What follows belongs to an exercise in optimizing a design on an open flow for small area, a short achievable clock period and few clock cycles per item; a production flow would make more cautious choices.
Only the layout flow was run in this run; the RTL was not checked for function there.
Power figures rest on the tool's default switching activity, not on a simulated workload.

==> design/flow/design.v <==
package muldiv_controller_pkg;
   localparam int XLEN_DEF = 32;
   localparam logic [2:0] F3_MUL    = 3'b000;
   localparam logic [2:0] F3_MULH   = 3'b001;
   localparam logic [2:0] F3_MULHSU = 3'b010;
   localparam logic [2:0] F3_MULHU  = 3'b011;
   localparam logic [2:0] F3_DIV    = 3'b100;
   localparam logic [2:0] F3_DIVU   = 3'b101;
   localparam logic [2:0] F3_REM    = 3'b110;
   localparam logic [2:0] F3_REMU   = 3'b111;
   function automatic logic is_div(input logic [2:0] f3);
      is_div = f3[2];
   endfunction
   function automatic logic is_div_signed(input logic [2:0] f3);
      is_div_signed = f3[2] & ~f3[0];
   endfunction
   function automatic logic is_rem(input logic [2:0] f3);
      is_rem = f3[2] & f3[1];
   endfunction
endpackage
module muldiv_multiplier (
   input  logic [34:0] i_op1,
   input  logic [32:0] i_m,       
   input  logic        i_one,
   input  logic        i_two,
   input  logic        i_neg,
   input  logic        i_cin,
   output logic [34:0] o_sum
);
   logic [34:0] w_pp;
   always_comb begin
      w_pp = '0;
      if (i_one) w_pp = {{2{i_m[32]}}, i_m};
      if (i_two) w_pp = {i_m[32], i_m, 1'b0};
   end
   assign o_sum = i_op1 + (w_pp ^ {35{i_neg}}) + {34'b0, i_cin};
endmodule
module muldiv_controller
#(
   parameter int XLEN = muldiv_controller_pkg::XLEN_DEF
) (
   input  logic            CLK,
   input  logic            RESET,
   input  logic            START,
   input  logic [2:0]      FUNCT3,
   input  logic [XLEN-1:0] OPERAND_A,
   input  logic [XLEN-1:0] OPERAND_B,
   input  logic            FLUSH,
   output logic            BUSY,
   output logic            DONE,
   output logic [XLEN-1:0] RESULT
);
   logic        r_busy;
   logic        r_done;
   logic        r_mul;       
   logic        r_div;       
   logic        r_nega;      
   logic        r_fixn;      
   logic        r_mfix;      
   logic        r_div0;      
   logic        r_rem;       
   logic        r_hi;        
   logic        r_mcs;       
   logic        r_sb;        
   logic        r_fixflag;   
   logic [5:0]  r_n;         
   logic [31:0] r_x;         
   logic [31:0] r_l;         
   logic [33:0] r_h;         
   logic        r_e;         
   logic w_in_div, w_in_sdiv, w_in_rem, w_in_b0;
   assign w_in_div  = muldiv_controller_pkg::is_div(FUNCT3);
   assign w_in_sdiv = muldiv_controller_pkg::is_div_signed(FUNCT3);
   assign w_in_rem  = muldiv_controller_pkg::is_rem(FUNCT3);
   assign w_in_b0   = (OPERAND_B == 32'b0);
   logic w_ms16, w_ms8, w_ms4;
   assign w_ms16 = (r_l[15:0] == {16{r_e}}) && (r_n >= 6'd16);
   assign w_ms8  = (r_l[7:0]  == {8{r_e}})  && (r_n >= 6'd8);
   assign w_ms4  = (r_l[3:0]  == {4{r_e}})  && (r_n >= 6'd4);
   logic [31:0] w_bm;
   logic [32:0] w_s;         
   logic [31:0] w_f;         
   logic [47:0] w_r16;
   logic [39:0] w_r8;
   logic [35:0] w_r4;
   logic        w_ds16, w_ds8, w_ds4;
   assign w_bm = r_x ^ {32{r_sb}};
   always_comb begin
      logic [31:0] p;
      p = w_bm;
      for (int d = 1; d < 32; d = d * 2)
         for (int i = 0; i < 32; i++)
            if (i + d < 32) p[i] = p[i] | p[i + d];
      w_s = {1'b0, p};
   end
   assign w_f   = ~w_s[32:1];
   assign w_r16 = {r_h[31:0], r_l[31:16]};
   assign w_r8  = {r_h[31:0], r_l[31:24]};
   assign w_r4  = {r_h[31:0], r_l[31:28]};
   assign w_ds16 = ~|(w_r16[31:0] & w_f) && ~|w_r16[47:32] && (r_n >= 6'd16);
   assign w_ds8  = ~|(w_r8[31:0]  & w_f) && ~|w_r8[39:32]  && (r_n >= 6'd8);
   assign w_ds4  = ~|(w_r4[31:0]  & w_f) && ~|w_r4[35:32]  && (r_n >= 6'd4);
   logic w_s16, w_s8, w_s4, w_skip;
   assign w_s16  = r_mul ? w_ms16 : w_ds16;
   assign w_s8   = r_mul ? w_ms8  : w_ds8;
   assign w_s4   = r_mul ? w_ms4  : w_ds4;
   assign w_skip = w_s16 | w_s8 | w_s4;
   logic [32:0] w_m;
   logic [34:0] w_op1;
   logic        w_one, w_two, w_neg, w_cin;
   logic [34:0] w_sum;
   logic        w_ge;
   assign w_m = {r_mcs & r_x[31], r_x};
   always_comb begin
      if (r_mul | r_mfix)  w_op1 = {r_h[33], r_h};
      else if (r_div)      w_op1 = {2'b00, r_h[31:0], r_l[31]};
      else                 w_op1 = ~{3'b000, ((r_fixn & r_rem) ? r_h[31:0] : r_l)};
   end
   assign w_one = r_mul ? (r_l[0] ^ r_e) : (r_div | r_mfix);
   assign w_two = r_mul & ((r_l[1] & ~r_l[0] & ~r_e) | (~r_l[1] & r_l[0] & r_e));
   assign w_neg = r_mul ? r_l[1] : (r_div & ~r_sb);
   assign w_cin = r_mul ? r_l[1] : ((r_div & ~r_sb) | r_nega | r_fixn);
   muldiv_multiplier u_mul (
      .i_op1 (w_op1),
      .i_m   (w_m),
      .i_one (w_one),
      .i_two (w_two),
      .i_neg (w_neg),
      .i_cin (w_cin),
      .o_sum (w_sum)
   );
   assign w_ge = ~w_sum[34];
   logic [5:0] w_take;        
   logic       w_iter, w_last, w_end;
   assign w_iter = r_mul | r_div;
   always_comb begin
      if (w_s16)      w_take = 6'd16;
      else if (w_s8)  w_take = 6'd8;
      else if (w_s4)  w_take = 6'd4;
      else if (r_mul) w_take = 6'd2;
      else            w_take = 6'd1;
   end
   assign w_last = w_iter & (r_n == w_take);
   assign w_end  = r_div0 | r_mfix | r_fixn | (w_last & ~r_fixflag);
   always_ff @(posedge CLK) begin
      if (RESET || FLUSH) begin
         r_busy <= 1'b0;
         r_done <= 1'b0;
      end else if (!r_busy) begin
         r_busy <= START;
         r_done <= 1'b0;
      end else if (w_end) begin
         r_busy <= 1'b0;
         r_done <= 1'b1;
      end
   end
   always_ff @(posedge CLK) begin
      if (!r_busy) begin
         r_mul  <= ~w_in_div;
         r_div  <= w_in_div & ~w_in_b0 & ~(w_in_sdiv & OPERAND_A[31]);
         r_nega <= w_in_div & ~w_in_b0 & w_in_sdiv & OPERAND_A[31];
         r_div0 <= w_in_div & w_in_b0;
         r_fixn <= 1'b0;
         r_mfix <= 1'b0;
         r_rem  <= w_in_rem;
         r_hi   <= w_in_div ? (w_in_rem & ~w_in_b0) : (FUNCT3[1:0] != 2'b00);
         r_mcs  <= w_in_div ? w_in_sdiv : (FUNCT3[1:0] == 2'b01);
         r_sb   <= w_in_sdiv & OPERAND_B[31];
         r_fixflag <= w_in_div ? (w_in_sdiv & (OPERAND_A[31] ^ (OPERAND_B[31] & ~w_in_rem)))
                               : ((FUNCT3[1:0] == 2'b11) & OPERAND_A[31]);
      end else begin
         if (r_nega) begin
            r_nega <= 1'b0;
            r_div  <= 1'b1;
         end
         if (w_last) begin
            r_mul  <= 1'b0;
            r_div  <= 1'b0;
            r_mfix <= r_mul;
            r_fixn <= r_div;
         end
      end
   end
   always_ff @(posedge CLK) begin
      if (!r_busy) begin
         r_x <= OPERAND_B;
         r_l <= OPERAND_A;
         r_h <= '0;
         r_e <= 1'b0;
         r_n <= 6'd32;
      end else begin
         if (w_iter) r_n <= r_n - w_take;
         if (r_mul & ~w_skip) r_e <= r_l[1];
         if (r_mul) begin
            if (w_s16)      r_h <= {{16{r_h[33]}}, r_h[33:16]};
            else if (w_s8)  r_h <= {{8{r_h[33]}}, r_h[33:8]};
            else if (w_s4)  r_h <= {{4{r_h[33]}}, r_h[33:4]};
            else            r_h <= {w_sum[34], w_sum[34:2]};
         end else if (r_div) begin
            if (w_s16)      r_h <= {2'b00, w_r16[31:0]};
            else if (w_s8)  r_h <= {2'b00, w_r8[31:0]};
            else if (w_s4)  r_h <= {2'b00, w_r4[31:0]};
            else if (w_ge)  r_h <= w_sum[33:0];
            else            r_h <= {2'b00, r_h[30:0], r_l[31]};
         end else if (r_mfix | (r_fixn & r_rem)) begin
            r_h <= w_sum[33:0];
         end
         if (r_mul) begin
            if (w_s16)      r_l <= {r_h[15:0], r_l[31:16]};
            else if (w_s8)  r_l <= {r_h[7:0], r_l[31:8]};
            else if (w_s4)  r_l <= {r_h[3:0], r_l[31:4]};
            else            r_l <= {w_sum[1:0], r_l[31:2]};
         end else if (r_div) begin
            if (w_s16)      r_l <= {r_l[15:0], 16'b0};
            else if (w_s8)  r_l <= {r_l[23:0], 8'b0};
            else if (w_s4)  r_l <= {r_l[27:0], 4'b0};
            else            r_l <= {r_l[30:0], w_ge};
         end else if (r_nega | (r_fixn & ~r_rem)) begin
            r_l <= w_sum[31:0];
         end else if (r_div0 & ~r_rem) begin
            r_l <= '1;
         end
      end
   end
   assign BUSY   = r_busy;
   assign DONE   = r_done;
   assign RESULT = r_hi ? r_h[31:0] : r_l;
endmodule
==> design/flow/run.sh <==
#!/bin/bash
# synth_recipe.tcl (not shown) runs the flow's synth.tcl, then flattens the netlist and writes it again
# the make line also repeats each setting of config.mk as NAME=value (left out here)
make -C /OpenROAD-flow-scripts/flow DESIGN_CONFIG=/design/flow/config.mk WORK_HOME=/design/flow/orfs CLKGATE_MAP_FILE= SYNTH_SCRIPT=/design/flow/synth_recipe.tcl finish
==> design/flow/config.mk <==
export PLATFORM = sky130hd
export DESIGN_NAME = muldiv_controller
export DESIGN_NICKNAME = muldiv_controller
export VERILOG_FILES = /design/flow/design.v
export SDC_FILE = /design/flow/constraint.sdc
export NUM_CORES = 4
export LEC_CHECK = 0
export ABC_CLOCK_PERIOD_IN_PS = 3500
export CAP_MARGIN = 20
export CORE_MARGIN = 2
export CORE_UTILIZATION = 40
export SETUP_SLACK_MARGIN = 5
export SLEW_MARGIN = 20
==> design/flow/constraint.sdc <==
create_clock -name core_clock -period 11.0 [get_ports {CLK}]
set_input_delay 2.2000 -clock core_clock [delete_from_list [all_inputs] [get_ports {CLK}]]
set_output_delay 2.2000 -clock core_clock [all_outputs]
set_load 0.01 [all_outputs]
==> flow_metrics.py <==
metrics = {
    "final_layout": {
        "seqCellArea_um2": 3080,
        "antenna_cells": 0,
        "area_delta_synth_final_pct": 13.4,
        "nFillCells": 3717,
        "final_util_pct": 46.1,
        "final_area_um2": 16900,
        "drive_gt1_share_pct": 11.0,
        "multiInputGateArea_um2": 10800,
        "final_cells": 2519,
        "nets": 2150,
    },
    "grt": {
        "gr-total-overflow": 0,
        "gr-usage-all-layers_pct": 40.6,
        "grt_pass1_vias": 17400,
        "antenna_found_initial": 4,
        "grt_max_degree": 72,
        "grt_pass1_wl_um": 116000,
    },
    "setup_path": {
        "cp.required_ns": 11.36,
        "path_cells": "buf_4, or4_1, nor3_1, nand2_1, nor4_1, o2111ai_1, nor4b_1, a21o_1, buf_4, inv_1, ha_1, nand4_1, or4b_2, o21ai_0, o21ai_0, nor3b_1",
        "endpoint_kind": "flop",
        "crit_type": "reg2reg",
        "crit_path_max_incr_delay_ns": 0.91,
        "critPathArrivalTime_ns": 6.21,
        "critPathMaxFanout": 40,
        "cp-start-kind": "flop",
        "r2r_setup_slack_ns": 5.15,
        "worst_path_max_delay_cell": "nor4b_1",
    },
    "timing": {
        "hold_slack_ns": 0.507,
        "tightest_slew_ns": 1.34,
        "finalCritPeriodShare_pct": 53.2,
        "hold_violations": 0,
        "rsz0062_at_grt": "yes",
        "finalSetupViolCount": 0,
        "setup_ws_ns": 5.15,
        "slew_viol_final": 0,
        "post-route-min-period_ns": 5.85,
        "fmax_mhz": 171,
        "relSlewSlack_pct": 10.5,
        "finClkSkew_ns": 0.0144,
        "fin_tns_setup_ns": 0,
    },
    "synth": {
        "postSynthCellCount": 2051,
        "ys_seq_area_share_pct": 20.7,
        "yosysWarnings": 2,
        "yosysMostFrequentCell": "nand2_1",
        "mappedNetlistNets": 2163,
        "synth_common_cells": "270 x nand2_1, 214 x a21oi_1, 167 x o21ai_0",
        "syn_avg_cell_area_um2": 7.26,
        "async_reset_ff_share_pct": 0,
        "synth_edf_count": 72,
        "synth-main-ff-cell": "edfxtp_1",
        "netlist.area_leader.share_pct": 14.5,
        "synth.top_cells.by_area": "edfxtp_1 15%, a21oi_1 7.2%, nand2_1 6.8%",
        "ys_seq_elements": 118,
        "synth_area_leader_cell": "edfxtp_1",
        "synth_cell_type_count": 101,
        "syn_area_um2": 14900,
    },
    "clock_network": {
        "cts_sinks": 118,
        "cts_tree": "done",
        "cts_max_level": 4,
        "cts.path.max_buffers": 2,
        "clkTransAtPathRegs_ns": 0.07,
        "root_buffer": "clkbuf_16",
        "cts_hold_buf": 0,
        "clk_latency_ns": 0.47,
        "cts_made_buffers": 17,
    },
    "power_and_ir_drop": {
        "p_sw_mw": 1.78,
        "p_clk_share_pct": 17.9,
        "finalPower_mw": 3.30,
        "powerDensity_nw_per_um2": 195,
        "p_sw_share_pct": 53.8,
        "seq_power_share_pct": 18.8,
        "combPwrFrac_pct": 63.3,
        "peakVddDrop_v": 0.000150,
        "p_int_mw": 1.52,
        "power_leakage_nw": 6.03,
    },
    "status": {
        "outcome": "finished clean",
    },
    "placed_design": {
        "dp_cells": 2483,
        "placed_cell_area_um2": 16200,
        "gp_congestion": 1.05,
        "dp_hpwl_um": 54700,
        "post-place-ws_ns": 4.76,
        "port_buffers": 104,
    },
    "drt": {
        "drt_iter0_drc": 3263,
        "met3WireLength_um": 13300,
        "drt-met1-wl_um": 28500,
        "top_layer_used": "met5",
        "dr.pass1.iters": 9,
        "drt-vias-per-instance": 7.43,
        "wl_met2_um": 32100,
        "drc": 0,
        "vias": 18700,
        "ant_nets": 0,
        "wl_per_cell_um": 32.0,
        "wl_um": 80700,
    },
    "die": {
        "core_um2": 36600,
        "die_h_um": 197,
        "die_width_um": 197,
        "start_util_pct": 40.7,
        "io_pins": 105,
        "dieArea_um2": 38800,
        "row_count": 70,
    },
    "flow_run": {
        "cap_violations": 0,
    },
    "min_path": {
        "hold_path_class": "reg2reg",
    },
}
final cells by class:
type,instances,share of cell area (%)
Inverter,37,0.844
Clock inverter,13,0.770
Tap cell,468,3.47
Timing Repair Buffer,181,9.79
Clock buffer,19,2.68
Multi-Input combinational cell,1683,64.2
Sequential cell,118,18.3
routing by layer:
layer	vias to the layer above	GRT usage, %
met4	2	27.9
li1	7747	-
met5	-	0
met3	528	17.4
met2	1750	56.7
met1	8697	50.2
critical path, delay by kind of cell, from the launching register on:
kind / cells / cell delay, ns
adder cells (fa/ha/maj): 1 / 0.37
flip-flops: 1 / 0.30
AO/OA/AOI/OAI: 4 / 0.74
buffers and inverters: 3 / 0.86
AND/OR/NAND/NOR: 8 / 3.44
power by group through the flow:
| stage | clock, mW | combinational, mW | sequential [mW] |
|---|---|---|---|
| after floorplan | 0 | 1.31 | 0.545 |
| after global placement | 0 | 1.90 | 0.615 |
| after detailed placement | 0 | 1.91 | 0.615 |
| after CTS | 0.588 | 1.92 | 0.606 |
| after global routing | 0.605 | 2.16 | 0.616 |
| final | 0.590 | 2.09 | 0.621 |
worst paths after layout:
kind / from / to / depth (start not counted)
min: r_done / r_done / 2
max: r_h[17] / r_busy / 16
max reg2reg: r_h[17] / r_busy / 16
min reg2reg: r_done / r_done / 2
cell usage in the layout, fill, tap and decap left out, types with 38 or more instances in the layout:
| cell type | instances |
|---|---|
| a22oi_1 | 54 |
| nand3_1 | 84 |
| o211ai_1 | 40 |
| edfxtp_1 | 72 |
| xor2_1 | 45 |
| dfxtp_1 | 45 |
| nand2_1 | 269 |
| mux2i_1 | 45 |
| nor2_1 | 126 |
| a21oi_1 | 211 |
| ha_1 | 38 |
| o21ai_0 | 167 |
| nor3_1 | 40 |
| clkdlybuf4s50_1 | 104 |
| buf_4 | 70 |
state kept, by name, summed over array words and instances (netlist names):
name,flops
r_x,32
r_div,1
r_h,34
r_rem,1
r_done,1
r_fixn,1
r_hi,1
r_n,6
r_mul,1
r_mfix,1
r_nega,1
r_sb,1
r_l,32
r_busy,1
r_fixflag,1
r_mcs,1
r_div0,1
r_e,1
repair_timing:
action / 4_1_cts / 5_1_grt
setup endpoints to repair: 17 / 34
buffers inserted: 0 / 4
gates resized for setup: 3 / 19
logic make-up (layout without fill, tap and decap cells):
kind of cell	after synthesis	count (layout)	share of synthesized area [%]
buffers and inverters	250	250	7.48
DFF	118	118	20.7
and+or+nand+nor	696	696	22.4
xor gates and xnor gates	69	69	4.06
adders and majority gates	41	41	3.59
AOI/OAI and AO/OA	796	796	36.1
muxes	81	81	5.74

-- port drivers added, routing unchanged --
Ports are ideal in the flow. The routed layout listed here was re-timed in OpenROAD. Step 1: set_driving_cell puts a clkbuf_16 on CLK and a buf_2 on each other input, an assumption about the parent block. Step 2 moves the port delays by t, midway between the first and last clock arrival at a register: inputs arrive t later, outputs are due t later. That takes back most of the time a late clock gives input paths. Three values: ideal, step 1, step 2; two values: the first two.
t (ns): 0.516
slack for setup (ns): 5.150 / 5.150 / 5.150
worst setup path at the end: register to register
clock arrival spread, ns: 0.014 / 0.014
After both steps setup and hold are still met in this run. For this run, drivers alone change the setup slack by 0.000 ns; drivers and shift together by 0.000 ns.
